From an optimization exercise on the open Yosys and OpenROAD flow, aimed at small area; shortcuts taken in it are not production practice. Only simulation tests tie the RTL to the original design; equivalence was not proved. Power and IR drop assume default switching activity.

Design mic_i2s_rx, start of the top module:
module mic_i2s_rx (
   input  logic                clk,
   input  logic                reset_n,
   input  logic                enable,
   input  logic                clr_overrun,
   output logic                mic_clk,
   output logic                mic_ws,
   input  logic [mic_rx_pkg::N_LINES-1:0]  mic_data,
   output logic                out_valid,
   input  logic                out_ready,
   output logic [mic_rx_pkg::SAMPLE_W-1:0] out_data,
   output logic [mic_rx_pkg::CHAN_W-1:0]   out_chan,
   output logic                out_last,
   output logic [15:0]         frame_cnt,
   output logic                overrun
);
==> module mic_i2s_rx, before the edit <==
module mic_i2s_rx (
   input  logic                clk,
   input  logic                reset_n,
   input  logic                enable,
   input  logic                clr_overrun,
   output logic                mic_clk,
   output logic                mic_ws,
   input  logic [mic_rx_pkg::N_LINES-1:0]  mic_data,
   output logic                out_valid,
   input  logic                out_ready,
   output logic [mic_rx_pkg::SAMPLE_W-1:0] out_data,
   output logic [mic_rx_pkg::CHAN_W-1:0]   out_chan,
   output logic                out_last,
   output logic [15:0]         frame_cnt,
   output logic                overrun
);
   localparam int NL     = mic_rx_pkg::N_LINES;
   localparam int NC     = mic_rx_pkg::N_CHAN;
   localparam int W      = mic_rx_pkg::SAMPLE_W;
   localparam int RL     = W + 1;       
   localparam int LO_CH  = 14;          
   localparam int LO_DLY = 14;          
   logic [9:0] pos_q;
   logic       phase_hit_s, sample_stb, frame_done;
   always_ff @(posedge clk or negedge reset_n) begin
      if (!reset_n)
         pos_q <= 10'd0;
      else if (enable)
         pos_q <= pos_q + 10'd1;
      else
         pos_q <= 10'd0;
   end
   assign phase_hit_s = enable && (pos_q[3:0] == 4'd5);
   assign sample_stb  = phase_hit_s && (pos_q[8:4] != 5'd0) && (pos_q[8:4] <= 5'd16);
   assign frame_done  = phase_hit_s && (pos_q[8:4] == 5'd17) && pos_q[9];
   assign mic_clk     = pos_q[3];
   assign mic_ws      = pos_q[9];
   logic [NL-1:0][RL-1:0] ring_o_q;    
   logic [NL-1:0][RL-1:0] ring_e_q;    
   logic ins_o, ins_e;
   assign ins_o = sample_stb && !pos_q[9];
   assign ins_e = sample_stb &&  pos_q[9];
   always_ff @(posedge clk) begin
      for (int j = 0; j < NL; j++) begin
         ring_o_q[j] <= {ring_o_q[j][RL-2:0], ins_o ? mic_data[j] : ring_o_q[j][RL-1]};
         ring_e_q[j] <= {ring_e_q[j][RL-2:0], ins_e ? mic_data[j] : ring_e_q[j][RL-1]};
      end
   end
   function automatic int tap_pos(input int c, input int dly);
      tap_pos = (c % 2) ? (RL - dly) % RL : W - 1 - dly;
   endfunction
   function automatic int ins_pos(input int dly);
      ins_pos = (W - dly) % W;
   endfunction
   logic [NC-1:0][W-1:0] obuf_q;
   logic                 ld, cp_q, start_q, busy, out_valid_q, overrun_q;
   logic [3:0]           ph_q;
   logic [5:0]           chan_q;
   logic [15:0]          frame_cnt_q;
   assign busy = start_q || out_valid_q;
   assign ld   = frame_done && !busy;
   logic cp_lo, cp_hi;
   assign cp_lo = (pos_q >= 10'(789 - LO_DLY)) && (pos_q <= 10'd790) &&
                  !(out_valid_q && chan_q < 6'(LO_CH));
   assign cp_hi = ld || cp_q;
   for (genvar c = 0; c < NC; c++) begin : g_word
      localparam int DLY = (c < LO_CH) ? LO_DLY : 0;
      localparam int P   = ins_pos(DLY);
      logic cp_s, tap_s;
      assign cp_s  = (c < LO_CH) ? cp_lo : cp_hi;
      assign tap_s = (c % 2) ? ring_o_q[c / 2][tap_pos(c, DLY)]
                             : ring_e_q[c / 2][tap_pos(c, DLY)];
      always_ff @(posedge clk) begin
         for (int p = 0; p < W; p++)
            obuf_q[c][p] <= (p == P && cp_s) ? tap_s : obuf_q[c][(p + W - 1) % W];
      end
   end
   always_ff @(posedge clk) begin
      ph_q <= ld ? 4'd0 : ph_q + 4'd1;
      cp_q <= ld || (cp_q && ph_q != 4'd14);
   end
   always_ff @(posedge clk or negedge reset_n) begin
      if (!reset_n) begin
         start_q     <= 1'b0;
         out_valid_q <= 1'b0;
         chan_q      <= 6'd0;
         frame_cnt_q <= 16'd0;
         overrun_q   <= 1'b0;
      end else begin
         start_q <= ld;
         if (start_q)
            out_valid_q <= 1'b1;
         else if (out_valid_q && out_ready && chan_q == 6'd63)
            out_valid_q <= 1'b0;
         if (out_valid_q && out_ready) begin
            chan_q <= chan_q + 6'd1;
            if (chan_q == 6'd63)
               frame_cnt_q <= frame_cnt_q + 16'd1;
         end
         if (frame_done && busy)
            overrun_q <= 1'b1;
         else if (clr_overrun)
            overrun_q <= 1'b0;
      end
   end
   logic [W-1:0]  sel_s;
   logic [NC-1:0] chan_oh;
   always_comb begin
      for (int c = 0; c < NC; c++) chan_oh[c] = out_valid_q && (chan_q == 6'(c));
   end
   mic_rdmux #(.N(NC), .W(W)) u_rdmux (.oh(chan_oh), .d(obuf_q), .q(sel_s));
   always_comb begin
      for (int i = 0; i < W; i++)
         out_data[i] = sel_s[(ph_q - i) & (W - 1)];
   end
   assign out_valid = out_valid_q;
   assign out_chan  = chan_q;
   assign out_last  = &chan_q;
   assign frame_cnt = frame_cnt_q;
   assign overrun   = overrun_q;
endmodule
clock: 10.0 ns
lec_check: 0
cap_margin: 20
core_margin: 2
core_utilization: 60
place_density: 0.8
slew_margin: 20
synth_hierarchical: 1
standard.sh (not shown) runs the stock make flow with config.mk's settings and CLKGATE_MAP_FILE= SYNTH_SCRIPT=/design/flow/synth_recipe.tcl, a recipe that flattens the netlist after the stock synthesis.
==> flow/flow/run.sh <==
#!/bin/bash
# Layout flow: the standard flow (standard.sh: ORFS synthesis to finish)
# with two changes to how the layout is made:
#  * port buffers are the smallest buffer cell (buf_1) instead of the one
#    buffer_ports picks by default;
#  * clock tree synthesis adds no dummy loads.
# Each tool's full output is in the logs under orfs/logs/; make's own output
# goes to flow_make.log in the work folder.
set -euo pipefail
cd "$(dirname "$0")/.."
export BUFFER_PORTS_ARGS="-buffer_cell sky130_fd_sc_hd__buf_1"
export CTS_ARGS="-sink_clustering_enable -repair_clock_nets -sink_clustering_size 18 -sink_clustering_max_diameter 60 -buf_list sky130_fd_sc_hd__clkbuf_8 -dont_use_dummy_load"
bash standard.sh finish > flow_make.log 2>&1
Rerun with:
--- a/flow/design.v
+++ b/flow/design.v
@@ -53,7 +53,13 @@
       for (int i = 0; i < W; i++) q[i] = ~&y_s[i];
    end
 endmodule
-module mic_i2s_rx (
+module mic_i2s_rx
+#(
+   parameter int CLK_DIV      = mic_rx_pkg::DEF_CLK_DIV,
+   parameter int SLOT_BITS    = mic_rx_pkg::DEF_SLOT_BITS,
+   parameter int SAMPLE_BITS  = mic_rx_pkg::DEF_SAMPLE_BITS,
+   parameter int SAMPLE_PHASE = mic_rx_pkg::DEF_SAMPLE_PHASE
+) (
    input  logic                clk,
    input  logic                reset_n,
    input  logic                enable,
Clock power barely changes.
Wire length is unchanged.
Utilization stays the same.
Global-route usage is unchanged.
Critical path depth is unchanged.
Final area is unchanged.
Clock skew does not change.

========
== T ==
The RTL this note starts from:
==> flow/design.v <==
package mic_rx_pkg;
   localparam int N_LINES  = 32;
   localparam int N_CHAN   = 64;
   localparam int SAMPLE_W = 16;
   localparam int CHAN_W   = 6;
   localparam int DEF_CLK_DIV      = 16;
   localparam int DEF_SLOT_BITS    = 32;
   localparam int DEF_SAMPLE_BITS  = 16;
   localparam int DEF_SAMPLE_PHASE = 5;
   typedef logic [CHAN_W-1:0]   chan_t;
   typedef logic [SAMPLE_W-1:0] sample_t;
   function automatic sample_t pattern_word(input logic [9:0] fc, input chan_t ch);
      pattern_word = {fc, ch};
   endfunction
endpackage
module mic_aoi222 (
   input  logic a0, a1, b0, b1, c0, c1,
   output logic y
);
   assign y = ~((a0 & a1) | (b0 & b1) | (c0 & c1));
endmodule
module mic_nand2 (
   input  logic a, b,
   output logic y
);
   assign y = ~(a & b);
endmodule
module mic_rdmux #(
   parameter int N = 64,
   parameter int W = 16
) (
   input  logic [N-1:0]        oh,
   input  logic [N-1:0][W-1:0] d,
   output logic [W-1:0]        q
);
   localparam int G = N / 3;          
   localparam int R = N - 3 * G;      
   logic [W-1:0][G+R-1:0] y_s;        
   for (genvar i = 0; i < W; i++) begin : g_bit
      for (genvar g = 0; g < G; g++) begin : g_grp
         mic_aoi222 u_aoi (
            .a0(oh[3 * g]),     .a1(d[3 * g][i]),
            .b0(oh[3 * g + 1]), .b1(d[3 * g + 1][i]),
            .c0(oh[3 * g + 2]), .c1(d[3 * g + 2][i]),
            .y(y_s[i][g])
         );
      end
      for (genvar r = 0; r < R; r++) begin : g_rem
         mic_nand2 u_nand (.a(oh[3 * G + r]), .b(d[3 * G + r][i]), .y(y_s[i][G + r]));
      end
   end
   always_comb begin
      for (int i = 0; i < W; i++) q[i] = ~&y_s[i];
   end
endmodule
module mic_i2s_rx (
   input  logic                clk,
   input  logic                reset_n,
   input  logic                enable,
   input  logic                clr_overrun,
   output logic                mic_clk,
   output logic                mic_ws,
   input  logic [mic_rx_pkg::N_LINES-1:0]  mic_data,
   output logic                out_valid,
   input  logic                out_ready,
   output logic [mic_rx_pkg::SAMPLE_W-1:0] out_data,
   output logic [mic_rx_pkg::CHAN_W-1:0]   out_chan,
   output logic                out_last,
   output logic [15:0]         frame_cnt,
   output logic                overrun
);
   localparam int NL     = mic_rx_pkg::N_LINES;
   localparam int NC     = mic_rx_pkg::N_CHAN;
   localparam int W      = mic_rx_pkg::SAMPLE_W;
   localparam int RL     = W + 1;       
   localparam int LO_CH  = 14;          
   localparam int LO_DLY = 14;          
   logic [9:0] pos_q;
   logic       phase_hit_s, sample_stb, frame_done;
   always_ff @(posedge clk or negedge reset_n) begin
      if (!reset_n)
         pos_q <= 10'd0;
      else if (enable)
         pos_q <= pos_q + 10'd1;
      else
         pos_q <= 10'd0;
   end
   assign phase_hit_s = enable && (pos_q[3:0] == 4'd5);
   assign sample_stb  = phase_hit_s && (pos_q[8:4] != 5'd0) && (pos_q[8:4] <= 5'd16);
   assign frame_done  = phase_hit_s && (pos_q[8:4] == 5'd17) && pos_q[9];
   assign mic_clk     = pos_q[3];
   assign mic_ws      = pos_q[9];
   logic [NL-1:0][RL-1:0] ring_o_q;    
   logic [NL-1:0][RL-1:0] ring_e_q;    
   logic ins_o, ins_e;
   assign ins_o = sample_stb && !pos_q[9];
   assign ins_e = sample_stb &&  pos_q[9];
   always_ff @(posedge clk) begin
      for (int j = 0; j < NL; j++) begin
         ring_o_q[j] <= {ring_o_q[j][RL-2:0], ins_o ? mic_data[j] : ring_o_q[j][RL-1]};
         ring_e_q[j] <= {ring_e_q[j][RL-2:0], ins_e ? mic_data[j] : ring_e_q[j][RL-1]};
      end
   end
   function automatic int tap_pos(input int c, input int dly);
      tap_pos = (c % 2) ? (RL - dly) % RL : W - 1 - dly;
   endfunction
   function automatic int ins_pos(input int dly);
      ins_pos = (W - dly) % W;
   endfunction
   logic [NC-1:0][W-1:0] obuf_q;
   logic                 ld, cp_q, start_q, busy, out_valid_q, overrun_q;
   logic [3:0]           ph_q;
   logic [5:0]           chan_q;
   logic [15:0]          frame_cnt_q;
   assign busy = start_q || out_valid_q;
   assign ld   = frame_done && !busy;
   logic cp_lo, cp_hi;
   assign cp_lo = (pos_q >= 10'(789 - LO_DLY)) && (pos_q <= 10'd790) &&
                  !(out_valid_q && chan_q < 6'(LO_CH));
   assign cp_hi = ld || cp_q;
   for (genvar c = 0; c < NC; c++) begin : g_word
      localparam int DLY = (c < LO_CH) ? LO_DLY : 0;
      localparam int P   = ins_pos(DLY);
      logic cp_s, tap_s;
      assign cp_s  = (c < LO_CH) ? cp_lo : cp_hi;
      assign tap_s = (c % 2) ? ring_o_q[c / 2][tap_pos(c, DLY)]
                             : ring_e_q[c / 2][tap_pos(c, DLY)];
      always_ff @(posedge clk) begin
         for (int p = 0; p < W; p++)
            obuf_q[c][p] <= (p == P && cp_s) ? tap_s : obuf_q[c][(p + W - 1) % W];
      end
   end
   always_ff @(posedge clk) begin
      ph_q <= ld ? 4'd0 : ph_q + 4'd1;
      cp_q <= ld || (cp_q && ph_q != 4'd14);
   end
   always_ff @(posedge clk or negedge reset_n) begin
      if (!reset_n) begin
         start_q     <= 1'b0;
         out_valid_q <= 1'b0;
         chan_q      <= 6'd0;
         frame_cnt_q <= 16'd0;
         overrun_q   <= 1'b0;
      end else begin
         start_q <= ld;
         if (start_q)
            out_valid_q <= 1'b1;
         else if (out_valid_q && out_ready && chan_q == 6'd63)
            out_valid_q <= 1'b0;
         if (out_valid_q && out_ready) begin
            chan_q <= chan_q + 6'd1;
            if (chan_q == 6'd63)
               frame_cnt_q <= frame_cnt_q + 16'd1;
         end
         if (frame_done && busy)
            overrun_q <= 1'b1;
         else if (clr_overrun)
            overrun_q <= 1'b0;
      end
   end
   logic [W-1:0]  sel_s;
   logic [NC-1:0] chan_oh;
   always_comb begin
      for (int c = 0; c < NC; c++) chan_oh[c] = (chan_q == 6'(c));
   end
   mic_rdmux #(.N(NC), .W(W)) u_rdmux (.oh(chan_oh), .d(obuf_q), .q(sel_s));
   always_comb begin
      for (int i = 0; i < W; i++)
         out_data[i] = sel_s[(ph_q - i) & (W - 1)];
   end
   assign out_valid = out_valid_q;
   assign out_chan  = chan_q;
   assign out_last  = &chan_q;
   assign frame_cnt = frame_cnt_q;
   assign overrun   = overrun_q;
endmodule
clock: 10.0 ns
lec_check: 0
cap_margin: 20
core_margin: 2
core_utilization: 60
place_density: 0.8
slew_margin: 20
synth_hierarchical: 1
Scripts as last shown in full above: flow/flow/run.sh
T: PASS, flow complete, no timing, DRC or antenna violations
[inputs] P vs T
diff --git a/flow/design.v b/flow/design.v
--- a/flow/design.v
+++ b/flow/design.v
@@ -72,10 +72,11 @@
    localparam int NL     = mic_rx_pkg::N_LINES;
    localparam int NC     = mic_rx_pkg::N_CHAN;
    localparam int W      = mic_rx_pkg::SAMPLE_W;
    localparam int RL     = W + 1;       
-   localparam int LO_CH  = 14;          
-   localparam int LO_DLY = 14;          
+   function automatic int seg_len(input int c);
+      seg_len = (c + 2 >= 16) ? 16 : (c + 2 >= 8) ? 8 : (c + 2 >= 4) ? 4 : 2;
+   endfunction
    logic [9:0] pos_q;
    logic       phase_hit_s, sample_stb, frame_done;
    always_ff @(posedge clk or negedge reset_n) begin
       if (!reset_n)
@@ -100,36 +101,38 @@
          ring_o_q[j] <= {ring_o_q[j][RL-2:0], ins_o ? mic_data[j] : ring_o_q[j][RL-1]};
          ring_e_q[j] <= {ring_e_q[j][RL-2:0], ins_e ? mic_data[j] : ring_e_q[j][RL-1]};
       end
    end
-   function automatic int tap_pos(input int c, input int dly);
-      tap_pos = (c % 2) ? (RL - dly) % RL : W - 1 - dly;
-   endfunction
-   function automatic int ins_pos(input int dly);
-      ins_pos = (W - dly) % W;
+   function automatic int tap_pos(input int c, input int b);
+      tap_pos = (c % 2) ? (RL - b) % RL : W - 1 - b;
    endfunction
    logic [NC-1:0][W-1:0] obuf_q;
    logic                 ld, cp_q, start_q, busy, out_valid_q, overrun_q;
    logic [3:0]           ph_q;
    logic [5:0]           chan_q;
    logic [15:0]          frame_cnt_q;
    assign busy = start_q || out_valid_q;
    assign ld   = frame_done && !busy;
-   logic cp_lo, cp_hi;
-   assign cp_lo = (pos_q >= 10'(789 - LO_DLY)) && (pos_q <= 10'd790) &&
-                  !(out_valid_q && chan_q < 6'(LO_CH));
-   assign cp_hi = ld || cp_q;
+   logic cp2, cp4, cp8, cp16;
+   assign cp2  = ld || (cp_q && ph_q == 4'd0);
+   assign cp4  = ld || (cp_q && ph_q <  4'd3);
+   assign cp8  = ld || (cp_q && ph_q <  4'd7);
+   assign cp16 = ld || cp_q;
    for (genvar c = 0; c < NC; c++) begin : g_word
-      localparam int DLY = (c < LO_CH) ? LO_DLY : 0;
-      localparam int P   = ins_pos(DLY);
-      logic cp_s, tap_s;
-      assign cp_s  = (c < LO_CH) ? cp_lo : cp_hi;
-      assign tap_s = (c % 2) ? ring_o_q[c / 2][tap_pos(c, DLY)]
-                             : ring_e_q[c / 2][tap_pos(c, DLY)];
-      always_ff @(posedge clk) begin
-         for (int p = 0; p < W; p++)
-            obuf_q[c][p] <= (p == P && cp_s) ? tap_s : obuf_q[c][(p + W - 1) % W];
+      localparam int N = seg_len(c);
+      logic cp_s;
+      logic [W-1:0] d_s;
+      assign cp_s = (N == 2) ? cp2 : (N == 4) ? cp4 : (N == 8) ? cp8 : cp16;
+      always_comb begin
+         for (int p = 0; p < W; p++) begin
+            if (p % N == 0 && cp_s)
+               d_s[p] = (c % 2) ? ring_o_q[c / 2][tap_pos(c, (W - p) % W)]
+                                : ring_e_q[c / 2][tap_pos(c, (W - p) % W)];
+            else
+               d_s[p] = obuf_q[c][(p + W - 1) % W];
+         end
       end
+      always_ff @(posedge clk) obuf_q[c] <= d_s;
    end
    always_ff @(posedge clk) begin
       ph_q <= ld ? 4'd0 : ph_q + 4'd1;
       cp_q <= ld || (cp_q && ph_q != 4'd14);
[summary]
Re area of the multi-input gates: P is 7.8% up on T. T → P: internal power of the cells flat, cell area after layout picked up an extra about 1%. Of P and T, the lower die height belongs to T. T -> P: post-synthesis share of cell area spent on full adders, half adders and majority gates flat. Cell depth of the worst setup path is lower on T. [compare] base=T new=P: placed cell area rose about 0.9%; length of the first detailed-routing pass in iterations rose by 2; switching part of the total power was more or less identical; number of vias in the routed layout +247.

==> port drivers added, routing unchanged <==
Ports are ideal in the flow. The routed layouts listed here were re-timed in OpenROAD. Step 1: set_driving_cell puts a clkbuf_16 on clk and a buf_2 on each other input, an assumption about the parent block. Step 2, shift: input delay + t, output delay - t, t = (earliest + latest rising clock arrival at the registers) / 2. This alone moves slack from input paths to output paths. Three values: ideal, step 1, step 2; two values: the first two.
run	t, ns	setup WS [ns]	worst setup path at the end	latest minus earliest clock arrival (ns)	pins driven straight from the clock port
the first run of note 1	0.856	2.146 / 2.078 / 2.934	register to output	0.093 / 0.093	1
the second run of note 1	0.856	2.146 / 2.078 / 2.934	register to output	0.093 / 0.093	1
T	0.861	2.266 / 2.203 / 3.064	register to output	0.094 / 0.094	1
P	0.862	2.533 / 2.466 / 3.328	register to output	0.108 / 0.108	1
After both steps every run listed still meets setup and hold.
